Context: an optimization exercise on an open-source flow, tuned for small area and a short achievable clock period. The choices shown serve that exercise and are no tape-out recipe. Only simulation tests tie the RTL to the original design; equivalence was not proved. Power and IR drop assume default switching activity.

[flow/design.v]
package dualIssuePkg;
    typedef struct packed {
        logic [31:0] instrA;
        logic [31:0] instrB;
    } issuePairT;
    typedef struct packed {
        logic                       valid;
        logic [5-1:0] destReg;
        logic [32-1:0]     data;
    } wbPortT;
    typedef struct packed {
        logic                       valid;      
        logic [5-1:0] destReg;
        logic                       useImm;
        logic                       zeroA;      
        logic                       sub;        
        logic                       opArith;    
        logic                       opSlt;
        logic                       opAnd;
        logic                       opOr;       
        logic                       opXor;
        logic                       opNor;
        logic                       opSrl;
        logic                       opSll;
        logic [4:0]                 shamt;
        logic [4:0]                 rotAmt;     
        logic [32-1:0]     imm;
    } laneCtrlT;
endpackage
`timescale 1ns/1ps
module instrDecoder (
    input  logic [31:0]            instr,
    output dualIssuePkg::laneCtrlT ctrl
);
    logic [5:0]  opcode;
    logic [5:0]  funct;
    logic [15:0] imm;
    logic        isR;
    logic        known;
    assign opcode = instr[31:26];
    assign funct  = instr[5:0];
    assign imm    = instr[15:0];
    assign isR    = (opcode == 6'h00);
    always_comb begin
        ctrl         = '0;
        known        = 1'b1;
        ctrl.shamt   = instr[10:6];
        ctrl.destReg = isR ? instr[15:11] : instr[20:16];
        ctrl.useImm  = ~isR;
        if (isR) begin
            case (funct)
                6'h20: ctrl.opArith = 1'b1;
                6'h22: begin ctrl.opArith = 1'b1; ctrl.sub = 1'b1; end
                6'h24: ctrl.opAnd = 1'b1;
                6'h25:  ctrl.opOr  = 1'b1;
                6'h26: ctrl.opXor = 1'b1;
                6'h27: ctrl.opNor = 1'b1;
                6'h2A: begin ctrl.opSlt = 1'b1; ctrl.sub = 1'b1; end
                6'h00: ctrl.opSll = 1'b1;
                6'h02: ctrl.opSrl = 1'b1;
                default: known = 1'b0;
            endcase
        end else begin
            case (opcode)
                6'h08: begin
                    ctrl.opArith = 1'b1;
                    ctrl.imm     = {{16{imm[15]}}, imm};
                end
                6'h0A: begin
                    ctrl.opSlt = 1'b1;
                    ctrl.sub   = 1'b1;
                    ctrl.imm   = {{16{imm[15]}}, imm};
                end
                6'h0C: begin
                    ctrl.opAnd = 1'b1;
                    ctrl.imm   = {16'b0, imm};
                end
                6'h0D: begin
                    ctrl.opOr = 1'b1;
                    ctrl.imm  = {16'b0, imm};
                end
                6'h0E: begin
                    ctrl.opXor = 1'b1;
                    ctrl.imm   = {16'b0, imm};
                end
                6'h0F: begin
                    ctrl.opOr  = 1'b1;
                    ctrl.zeroA = 1'b1;
                    ctrl.imm   = {imm, 16'b0};
                end
                default: known = 1'b0;
            endcase
        end
        ctrl.rotAmt = ctrl.opSll ? 5'd0 - ctrl.shamt : ctrl.shamt;
        ctrl.valid  = known && (ctrl.destReg != '0);
    end
endmodule
`timescale 1ns/1ps
module aoi222 (
    input  logic a1, a2, b1, b2, c1, c2,
    output logic y
);
    assign y = ~((a1 & a2) | (b1 & b2) | (c1 & c2));
endmodule
module registerFile (
    input  logic                              clk,
    input  logic                              reset,
    input  logic [3:0][5-1:0]   readAddr,
    input  logic [3:0]                        readHitA,
    input  logic [3:0]                        readHitB,
    output logic [3:0][32-1:0]       readData,
    input  logic [32-1:0]             writeSelA,
    input  logic [32-1:0]            writeDataA,
    input  logic [32-1:0]             writeSelB,
    input  logic [32-1:0]            writeDataB
);
    logic [32-1:1][32-1:0] regs;
    logic [32-1:1][32-1:0] nextN;
    logic [32-1:0]  selA;
    logic [32-1:0]  selB;
    logic [32-1:0]  hold;
    assign selA = writeSelA;
    assign selB = writeSelB;
    assign hold = ~(writeSelA | writeSelB);
    for (genvar r = 1; r < 32; r++) begin : gRow
        for (genvar i = 0; i < 32; i++) begin : gBit
            aoi222 wr (
                .a1 (selB[r]), .a2 (writeDataB[i]),
                .b1 (selA[r]), .b2 (writeDataA[i]),
                .c1 (hold[r]), .c2 (regs[r][i]),
                .y  (nextN[r][i])
            );
        end
    end
    always_ff @(posedge clk)
        for (int r = 1; r < 32; r++)
            regs[r] <= ~(nextN[r] | {32{reset}});
    logic [32-1:0][32-1:0] rows;
    always_comb begin
        rows[0] = '0;
        for (int r = 1; r < 32; r++)
            rows[r] = regs[r];
        for (int p = 0; p < 4; p++)
            readData[p] = readHitB[p] ? writeDataB
                        : readHitA[p] ? writeDataA
                        : rows[readAddr[p]];
    end
endmodule
`timescale 1ns/1ps
module executeLane (
    input  dualIssuePkg::laneCtrlT     exCtrlA,
    input  dualIssuePkg::laneCtrlT     exCtrlB,
    input  logic [32-1:0]     exOpA0,
    input  logic [32-1:0]     exOpA1,
    input  logic [32-1:0]     exOpB0,
    input  logic [32-1:0]     exOpB1,
    output dualIssuePkg::wbPortT       exResA,
    output dualIssuePkg::wbPortT       exResB,
    input  dualIssuePkg::laneCtrlT     decCtrlA,
    input  dualIssuePkg::laneCtrlT     decCtrlB,
    input  logic [3:0]                      fwdB,
    input  logic [3:0]                      fwdA,
    input  logic [3:0][32-1:0]     regData,
    output logic [32-1:0]     nextOpA0,
    output logic [32-1:0]     nextOpA1,
    output logic [32-1:0]     nextOpB0,
    output logic [32-1:0]     nextOpB1
);
    function automatic logic [32-1:0] alu(
        input dualIssuePkg::laneCtrlT ctrl,
        input logic [32-1:0] a,
        input logic [32-1:0] b
    );
        logic [32:0]   sum;
        logic                   lt;
        logic [32-1:0] rot;
        logic [32-1:0] shiftSel;
        begin
            sum = {a, ctrl.sub} + {b, ctrl.sub};
            lt  = (a[32-1] == b[32-1]) ? a[32-1] : sum[32];
            rot = b;
            for (int k = 0; k < 5; k++)
                if (ctrl.rotAmt[k])
                    rot = (rot >> (1 << k)) | (rot << (32 - (1 << k)));
            for (int i = 0; i < 32; i++)
                shiftSel[i] = (ctrl.opSrl & (i + ctrl.shamt <= 32 - 1))
                            | (ctrl.opSll & (i >= ctrl.shamt));
            alu = ({32{ctrl.opArith}} & sum[32:1])
                | {{(32-1){1'b0}}, ctrl.opSlt & lt}
                | ({32{ctrl.opAnd}} & (a & b))
                | ({32{ctrl.opOr}}  & (a | b))
                | ({32{ctrl.opXor}} & (a ^ b))
                | ({32{ctrl.opNor}} & ~(a | b))
                | (shiftSel & rot);
        end
    endfunction
    function automatic logic [32-1:0] pick(
        input logic                       hitA,
        input logic                       hitB,
        input logic                       inv,
        input logic [32-1:0]     old,
        input logic [32-1:0]     resA,
        input logic [32-1:0]     resB
    );
        begin
            pick = ({32{hitB & ~inv}} & resB)
                 | ({32{hitB & inv}}  & ~resB)
                 | ({32{hitA & ~inv}} & resA)
                 | ({32{hitA & inv}}  & ~resA)
                 | ({32{~hitA & ~hitB}} & (old ^ {32{inv}}));
        end
    endfunction
    assign exResA.valid   = exCtrlA.valid;
    assign exResA.destReg = exCtrlA.destReg;
    assign exResA.data    = alu(exCtrlA, exOpA0, exOpA1);
    assign exResB.valid   = exCtrlB.valid;
    assign exResB.destReg = exCtrlB.destReg;
    assign exResB.data    = alu(exCtrlB, exOpB0, exOpB1);
    assign nextOpA0 = pick(fwdA[0], fwdB[0], 1'b0,
                           decCtrlA.zeroA ? '0 : regData[0], exResA.data, exResB.data);
    assign nextOpA1 = pick(fwdA[1], fwdB[1], decCtrlA.sub,
                           decCtrlA.useImm ? decCtrlA.imm : regData[1], exResA.data, exResB.data);
    assign nextOpB0 = pick(fwdA[2], fwdB[2], 1'b0,
                           decCtrlB.zeroA ? '0 : regData[2], exResA.data, exResB.data);
    assign nextOpB1 = pick(fwdA[3], fwdB[3], decCtrlB.sub,
                           decCtrlB.useImm ? decCtrlB.imm : regData[3], exResA.data, exResB.data);
endmodule
`timescale 1ns/1ps
module dualIssueCore (
    input  logic                    clk,
    input  logic                    reset,
    input  logic                    issueValid,
    input  dualIssuePkg::issuePairT issuePair,
    output dualIssuePkg::wbPortT    wbA,
    output dualIssuePkg::wbPortT    wbB
);
    logic                              decodeValid;
    dualIssuePkg::issuePairT           decodePair;
    dualIssuePkg::laneCtrlT            decCtrlA;
    dualIssuePkg::laneCtrlT            decCtrlB;
    logic [3:0][32-1:0]       readData;
    logic [3:0][5-1:0]   issueAddr;
    logic [3:0][5-1:0]   readAddr;
    logic [3:0]                        readHitA;
    logic [3:0]                        readHitB;
    logic [32-1:0]            nextOpA0, nextOpA1, nextOpB0, nextOpB1;
    dualIssuePkg::laneCtrlT            exCtrlA;
    dualIssuePkg::laneCtrlT            exCtrlB;
    logic [32-1:0]            exOpA0, exOpA1, exOpB0, exOpB1;
    dualIssuePkg::wbPortT              exResA;
    dualIssuePkg::wbPortT              exResB;
    assign issueAddr[0] = issuePair.instrA[25:21];
    assign issueAddr[1] = issuePair.instrA[20:16];
    assign issueAddr[2] = issuePair.instrB[25:21];
    assign issueAddr[3] = issuePair.instrB[20:16];
    logic [3:0]                        issueHitA;
    logic [3:0]                        issueHitB;
    logic [3:0]                        issueFwdA;
    logic [3:0]                        issueFwdB;
    logic [3:0]                        fwdA;
    logic [3:0]                        fwdB;
    logic [1:0]                        issueIType;
    logic [1:0]                        issueLui;
    assign issueIType[0] = issuePair.instrA[31:26] != 6'h00;
    assign issueIType[1] = issuePair.instrB[31:26] != 6'h00;
    assign issueLui[0]   = issuePair.instrA[31:26] == 6'h0F;
    assign issueLui[1]   = issuePair.instrB[31:26] == 6'h0F;
    always_comb begin
        for (int p = 0; p < 4; p++) begin
            logic unused;
            unused = p[0] ? issueIType[p/2] : issueLui[p/2];
            issueHitB[p] = exCtrlB.valid & (exCtrlB.destReg == issueAddr[p]);
            issueHitA[p] = exCtrlA.valid & (exCtrlA.destReg == issueAddr[p]) & ~issueHitB[p];
            issueFwdB[p] = ~unused & decodeValid & decCtrlB.valid & (decCtrlB.destReg == issueAddr[p]);
            issueFwdA[p] = ~unused & decodeValid & decCtrlA.valid & (decCtrlA.destReg == issueAddr[p])
                         & ~issueFwdB[p];
        end
    end
    always_ff @(posedge clk) begin
        decodeValid <= ~reset & issueValid;
        decodePair  <= issuePair;
        readHitA    <= issueHitA;
        readHitB    <= issueHitB;
        readAddr    <= issueAddr;
        fwdA        <= issueFwdA;
        fwdB        <= issueFwdB;
    end
    instrDecoder decoderA (
        .instr (decodePair.instrA),
        .ctrl  (decCtrlA)
    );
    instrDecoder decoderB (
        .instr (decodePair.instrB),
        .ctrl  (decCtrlB)
    );
    registerFile regFile (
        .clk        (clk),
        .reset      (reset),
        .readAddr   (readAddr),
        .readHitA   (readHitA),
        .readHitB   (readHitB),
        .readData   (readData),
        .writeSelA  (writeSelA),
        .writeDataA (wbA.data),
        .writeSelB  (writeSelB),
        .writeDataB (wbB.data)
    );
    always_ff @(posedge clk) begin
        exCtrlA       <= decCtrlA;
        exCtrlA.valid <= ~reset & decodeValid & decCtrlA.valid;
        exCtrlB       <= decCtrlB;
        exCtrlB.valid <= ~reset & decodeValid & decCtrlB.valid;
        exOpA0        <= nextOpA0;
        exOpA1        <= nextOpA1;
        exOpB0        <= nextOpB0;
        exOpB1        <= nextOpB1;
    end
    executeLane execute (
        .exCtrlA  (exCtrlA),
        .exCtrlB  (exCtrlB),
        .exOpA0   (exOpA0),
        .exOpA1   (exOpA1),
        .exOpB0   (exOpB0),
        .exOpB1   (exOpB1),
        .exResA   (exResA),
        .exResB   (exResB),
        .decCtrlA (decCtrlA),
        .decCtrlB (decCtrlB),
        .fwdB     (fwdB),
        .fwdA     (fwdA),
        .regData  (readData),
        .nextOpA0 (nextOpA0),
        .nextOpA1 (nextOpA1),
        .nextOpB0 (nextOpB0),
        .nextOpB1 (nextOpB1)
    );
    logic [32-1:0] writeSelA;
    logic [32-1:0] writeSelB;
    logic [32-1:0] exSelA;
    logic [32-1:0] exSelB;
    always_comb begin
        exSelA[0] = 1'b0;
        exSelB[0] = 1'b0;
        for (int r = 1; r < 32; r++) begin
            exSelB[r] = exCtrlB.valid & (exCtrlB.destReg == r);
            exSelA[r] = exCtrlA.valid & (exCtrlA.destReg == r) & ~exSelB[r];
        end
    end
    always_ff @(posedge clk) begin
        writeSelA   <= reset ? '0 : exSelA;
        writeSelB   <= reset ? '0 : exSelB;
        wbA.valid   <= ~reset & exResA.valid;
        wbA.destReg <= exResA.destReg;
        wbA.data    <= exResA.data;
        wbB.valid   <= ~reset & exResB.valid;
        wbB.destReg <= exResB.destReg;
        wbB.data    <= exResB.data;
    end
endmodule
[flow/run.sh]
#!/bin/bash
# synth_recipe.tcl (not shown) runs the flow's synth.tcl, then flattens the netlist and writes it again
# the make line also repeats each setting of config.mk as NAME=value (left out here)
make -C /OpenROAD-flow-scripts/flow DESIGN_CONFIG=/design/flow/config.mk WORK_HOME=/design/flow/orfs CLKGATE_MAP_FILE= SYNTH_SCRIPT=/design/flow/synth_recipe.tcl finish
[flow/config.mk]
export PLATFORM = sky130hd
export DESIGN_NAME = dualIssueCore
export DESIGN_NICKNAME = dualIssueCore
export VERILOG_FILES = /design/flow/design.v
export SDC_FILE = /design/flow/constraint.sdc
export NUM_CORES = 4
export LEC_CHECK = 0
export CAP_MARGIN = 20
export CORE_MARGIN = 2
export CORE_UTILIZATION = 35
export PLACE_DENSITY = 0.45
export SETUP_SLACK_MARGIN = 3.3
export SLEW_MARGIN = 20
export SYNTH_HIERARCHICAL = 1
[flow/constraint.sdc]
create_clock -name core_clock -period 6.5 [get_ports {clk}]
set_input_delay 1.3000 -clock core_clock [delete_from_list [all_inputs] [get_ports {clk}]]
set_output_delay 1.3000 -clock core_clock [all_outputs]
set_load 0.01 [all_outputs]
==> results.sh <==
export IMPL_run_status="no timing/DRC/antenna violations"
export IMPL_netlist_instances=9612
export IMPL_ioPinCount=143
export IMPL_setup_violations=0
export IMPL_fp_dieH_um=530
export IMPL_drtPass1Iterations=22
export IMPL_cp_start_kind="register"
export IMPL_dpl_hpwl_um=414000
export IMPL_grt_pass1_vias=95730
export IMPL_setup_worst_path_end="exOpB0[2]$_DFF_P_"
export IMPL_rsz0062_at_grt="true"
export IMPL_fmax_mhz=279
export IMPL_layout_commonest_cell="nor2_1"
export IMPL_power_density_mw_per_mm2=187
export IMPL_layout_setup_ws_ns=2.92
export IMPL_cts_htree_levels=4
export IMPL_timing_rr_start="readAddr[13]$_DFF_P_"
export IMPL_cts_sinks=1389
export IMPL_vias=105587
export IMPL_syn_num_nets=9819
export IMPL_period_share_pct=55.1
export IMPL_grt_first_pass_wirelength_um=864000
export IMPL_place_ws_ns=1.77
export IMPL_postCtsHoldBufs=0
export IMPL_period_needed_ns=3.58
export IMPL_slew_violations=0
export IMPL_drt_first_iter_violations=25926
export IMPL_critPathMaxFanout=35
export IMPL_reg2reg_to="exOpB0[2]$_DFF_P_"
export IMPL_ff2ff_setup_slack_ns=2.92
export IMPL_dieArea_mm2=0.281
export IMPL_worst_pin_slew_ns=1.32
export IMPL_ys_warn_count=10
export IMPL_setup_tns_ns=0
export IMPL_fp_dieW_um=530
export IMPL_grt_max_degree=183
export IMPL_drive_gt1_share_pct=32.9
export IMPL_hold_viol=0
export IMPL_worst_setup_path_type="register to register"
export IMPL_cts_tree="done"
export IMPL_syn_area_per_cell_um2=10.1
export IMPL_critPathArrivalTime_ns=4.39
export IMPL_synth_area_mm2=0.0968
export IMPL_antenna_found_initial=69
export IMPL_p_leak_nw=44.6
export IMPL_startpoint="readAddr[13]$_DFF_P_"
export IMPL_routed_wl_um=658000
export IMPL_insertion_delay_ns=0.95
export IMPL_postRouteAntennaNets=0
export IMPL_syn2layout_area_growth_pct=25.8
export IMPL_fin_skew_ns=0.0990
export IMPL_detail_route_wl_per_cell_um=47.1
export IMPL_relSlewSlack_pct=11.9
export IMPL_max_cap_viol_count=0
export IMPL_hold_class="register to register"
export IMPL_avgViaCountPerCell=7.56
export IMPL_start_util_pct=35.1
export IMPL_end_kind="register"
export IMPL_clockRootBuffer="clkbuf_16"
export IMPL_gp_congestion=1.01
export IMPL_remaining_drc_errors=0
export IMPL_cts_made_buffers=180
export IMPL_rows=193
export IMPL_final_cell_mix="nor2_1 (1267), dfxtp_1 (1158), a222oi_1 (994), mux4_2 (882), buf_4 (642)"
export IMPL_r2r_cells=9
export IMPL_grt_overflow=0
export IMPL_crit_required_ns=7.31
export IMPL_clock_path_buffers=4
export IMPL_core_mm2=0.276
export IMPL_clk_pin_slew_ns=0.07
export IMPL_io_buffers=142
export IMPL_grt_total_usage_pct=44.4
export IMPL_irDropWorstVdd_mv=0.228
export IMPL_nNetsFinal=10310
## critical path, cell delays in order, from the launching register on
cell	delay, ns
dfxtp_2	0.50
buf_12	0.41
nand2b_2	0.29
buf_12	0.27
o211ai_1	0.86
a31oi_1	0.14
nor2_2	0.39
a21oi_1	0.14
a21oi_1	0.17
a21o_1	0.17
## cell type report
class                   count  area (um2)
clock inverters            69         800
repair buffers           1136       12900
diodes                     27        67.6
fillers                 26253      154000
flip-flops and latches   1389       28300
well taps                3705        4640
multi-input cells        7176       69000
clock buffers             251        5220
inverters                 219         847
repair inverters            1        7.51
## worst min path at each step
stage | start | endpoint | slack [ns] | depth (start not counted)
floorplan | exCtrlA[53]$_DFF_P_ | wbA[32]$_DFF_P_ | 0.42 | 1
global placement | exCtrlA[54]$_DFF_P_ | wbA[33]$_DFF_P_ | 0.54 | 0
detailed placement | exCtrlA[54]$_DFF_P_ | wbA[33]$_DFF_P_ | 0.54 | 0
CTS | exCtrlB[55]$_DFF_P_ | wbB[34]$_DFF_P_ | 0.56 | 1
global route | decodePair[41]$_DFF_P_ | exCtrlA[40]$_DFF_P_ | 0.57 | 0
finish | decodePair[39]$_DFF_P_ | exCtrlA[38]$_DFF_P_ | 0.56 | 0
## state kept, by name, summed over array words and instances, names as in the netlist
register      count
exOpB1           32
exOpA0           32
decodePair       45
exCtrlB          25
readAddr         19
fwdA              4
wbA              38
regFile.regs    992
exCtrlA          25
fwdB              4
decodeValid       1
wbB              38
readHitB          4
writeSelB        31
writeSelA        31
exOpA1           32
exOpB0           32
readHitA          4
## layer usage
metal  wire length [um]  part of all wire (%)  global-route usage, %  vias to the layer above
li1                   -                     -                      -                    40249
met2             264000                    40                   62.6                     9917
met5               1610                  0.24                   1.56                        -
met4              60500                   9.2                   31.9                       68
met3             108000                    16                   21.6                     2554
met1             223000                    34                   52.1                    52799
## stage by stage
stage | total power, mW | hold slack [ns] | instance area (um2) | utilization, % | instances
after global routing | 23.1 | 0.568 | 122000 | 44.1 | 13956
after CTS | 22.4 | 0.559 | 117000 | 42.4 | 13702
after global placement | 11.4 | 0.535 | 103000 | 37.5 | 13095
after detailed placement | 11.4 | 0.542 | 104000 | 37.6 | 13102
final | 22.8 | 0.562 | 122000 | 44.2 | 13973
after floorplan | 10.3 | 0.418 | 96800 | - | 9612
## power by group
part / internal [mW] / switching [mW]
sequential: 8.57 / 0.242
combinational: 1.21 / 2.10
clock: 6.19 / 4.53
## timing repair
item,in CTS,in global routing
gates resized for setup,935,569
pin swaps,104,227
setup buffers,237,223
cloned,43,18
setup endpoints to repair,264,134

separate check: timing with driven ports:
In the flow no input, the clock included, has a driving cell. The finished layout below was timed again as built, in two steps.
Step 1, drivers: a clkbuf_16 drives clk and a buf_2 each remaining input, both assumed.
Step 2 adds t to the input delays and takes it off the output delays; t is the mean of the earliest and latest rising clock arrival at the registers after step 1. Input paths then give back, and output paths get back, about the clock's delay inside the block.
a / b / c = ideal ports / drivers / drivers and shift; a / b = the first two.
t (ns): 1.004
slack for setup (ns): 2.916 / 2.916 / 2.792
latest minus earliest clock arrival (ns): 0.101 / 0.101
After both steps setup and hold are still met in this run. For this run, drivers alone change the setup slack by 0.000 ns; drivers and shift together by -0.124 ns.
